What follows belongs to an exercise in optimizing a design on an open flow for small area, a short achievable clock period and few clock cycles per item; a production flow would make more cautious choices. Only simulation tests tie the RTL to the original design; equivalence was not proved. Power figures rest on the tool's default switching activity, not on a simulated workload.

// data_memory_ctrl
module data_memory_ctrl (
  input  logic        clk,
  input  logic        rst,
  input  logic        req_valid,
  output logic        req_ready,
  input  logic        req_we,
  input  logic [2:0]  req_funct3,
  input  logic [31:0] req_addr,
  input  logic [31:0] req_wdata,
  output logic        rsp_valid,
  output logic [31:0] rsp_rdata,
  output logic        rsp_err
);
  logic        illegal, misalign, out_of_range, fault;
  logic [3:0]  be;
  logic [31:0] wlanes;
  always_comb begin
    be       = 4'b0000;
    wlanes   = req_wdata;
    misalign = 1'b0;
    illegal  = 1'b0;
    case (req_funct3)
      3'b000, 3'b100: begin
        be      = 4'b0001 << req_addr[1:0];
        wlanes  = {4{req_wdata[7:0]}};
        illegal = req_we && req_funct3[2];
      end
      3'b001, 3'b101: begin
        be       = req_addr[1] ? 4'b1100 : 4'b0011;
        wlanes   = {2{req_wdata[15:0]}};
        misalign = req_addr[0];
        illegal  = req_we && req_funct3[2];
      end
      3'b010: begin
        be       = 4'b1111;
        misalign = |req_addr[1:0];
      end
      default: illegal = 1'b1;
    endcase
    out_of_range = |req_addr[31:8];
    fault        = illegal || misalign || out_of_range;
  end
  logic        ready_q;
  logic        v1_q;        
  logic        err1_q;      
  logic        ld1_q;       
  logic [3:0]  wbe1_q [4];    
  logic [3:0]  wbe1_n_q [4];  
  logic [63:0] sel1_q;      
  logic [1:0]  off1_q;
  logic [2:0]  f31_q;
  logic [31:0] wd1_q;
  wire accept = req_valid && ready_q;
  logic phase_q;
  always_ff @(posedge clk) phase_q <= ~phase_q;
  always_ff @(posedge clk) begin
    if (rst) begin
      ready_q <= 1'b0;
      v1_q    <= 1'b0;
      for (int g = 0; g < 4; g++) begin
        wbe1_q[g]   <= 4'b0000;
        wbe1_n_q[g] <= 4'b1111;
      end
    end else begin
      ready_q <= 1'b1;
      v1_q    <= accept;
      for (int g = 0; g < 4; g++) begin
  ...
Settings: LEC_CHECK=0, ABC_CLOCK_PERIOD_IN_PS=2500, CAP_MARGIN=20, CORE_MARGIN=2, CORE_UTILIZATION=70, CTS_CLUSTER_DIAMETER=120, CTS_CLUSTER_SIZE=25, SETUP_SLACK_MARGIN=3.5, SLEW_MARGIN=20, SYNTH_HIERARCHICAL=1; clock period 5.5 ns.
standard.sh (not shown) runs the stock make flow with config.mk's settings and CLKGATE_MAP_FILE= SYNTH_SCRIPT=/design/flow/synth_recipe.tcl, a recipe that flattens the netlist after the stock synthesis.
==> flow/flow/run.sh <==
#!/bin/bash
set -euo pipefail
bash standard.sh \
  MATCH_CELL_FOOTPRINT=0 \
  "BUFFER_PORTS_ARGS=-buffer_cell sky130_fd_sc_hd__buf_2" \
  "CTS_ARGS=-sink_clustering_enable -repair_clock_nets -sink_clustering_size 25 -sink_clustering_max_diameter 120 -dont_use_dummy_load" \
  finish > flow_make.log 2>&1
Testbench counts at the start, summed over its fixed seeds: cycles 12,024, items 12,000.
Edit:
- CORE_UTILIZATION: 70 -> 65
- SETUP_SLACK_MARGIN: 3.5 -> 3.3
=> The new run completed with no timing, DRC or antenna violations; synthesized cell count is unchanged; hold slack hardly moves; wire length rose by 0.32%; register-to-register slack degrades by 0.18 ns; setup slack hardly moves; via count falls by 2.7%; cell area came out lower by 1.7%.

---

Starting RTL as in the previous note.
Settings: LEC_CHECK=0, ABC_CLOCK_PERIOD_IN_PS=2500, CAP_MARGIN=20, CORE_MARGIN=2, CORE_UTILIZATION=65, CTS_CLUSTER_DIAMETER=120, CTS_CLUSTER_SIZE=25, SETUP_SLACK_MARGIN=3.5, SLEW_MARGIN=20, SYNTH_HIERARCHICAL=1; clock period 5.5 ns.
Scripts as last shown in full above: flow/flow/run.sh
Testbench counts at the start, summed over its fixed seeds: cycles 12,024, items 12,000.
Then changed:
Settings changed: CORE_UTILIZATION 65 to 70, SETUP_SLACK_MARGIN 3.5 to 3.3.
Worst setup slack gains 0.035 ns; cell count falls by 1.8%; synthesized cell count stays the same; first-iteration DRC count falls by 2.5%; count of clock-buffer cells in the layout does not change; cell area falls by 1.8%; critical path depth stays the same; clock power falls by about 0.6%; total power falls by 0.84%.

==> re-timing with driven ports <==
In the flow no input, the clock included, has a driving cell. The finished layouts below were timed again as built, in two steps. Step 1, drivers: a clkbuf_16 drives clk and a buf_2 each remaining input, both assumed. Step 2, shift: input delay + t, output delay - t, t = (earliest + latest rising clock arrival at the registers) / 2. This alone moves slack from input paths to output paths. Slacks: ideal ports / drivers / drivers and shift; pairs: ideal ports / drivers.
| run | shift t [ns] | setup WS [ns] | worst setup path after step 2 | pins driven straight from the clock port |
|---|---|---|---|---|
| the first run of note 1 | 0.798 | 3.183 / 3.101 / 2.799 | input to register | 1 |
| the second run of note 1 | 0.795 | 3.182 / 3.108 / 2.616 | input to register | 1 |
| the first run of note 2 | 0.799 | 3.127 / 3.115 / 2.779 | input to register | 1 |
| the second run of note 2 | 0.798 | 3.162 / 3.089 / 2.549 | input to register | 1 |
After both steps setup and hold are still met in every run listed. For the second run of note 2, which loses most, drivers alone change the setup slack by -0.073 ns; drivers and shift together by -0.613 ns.
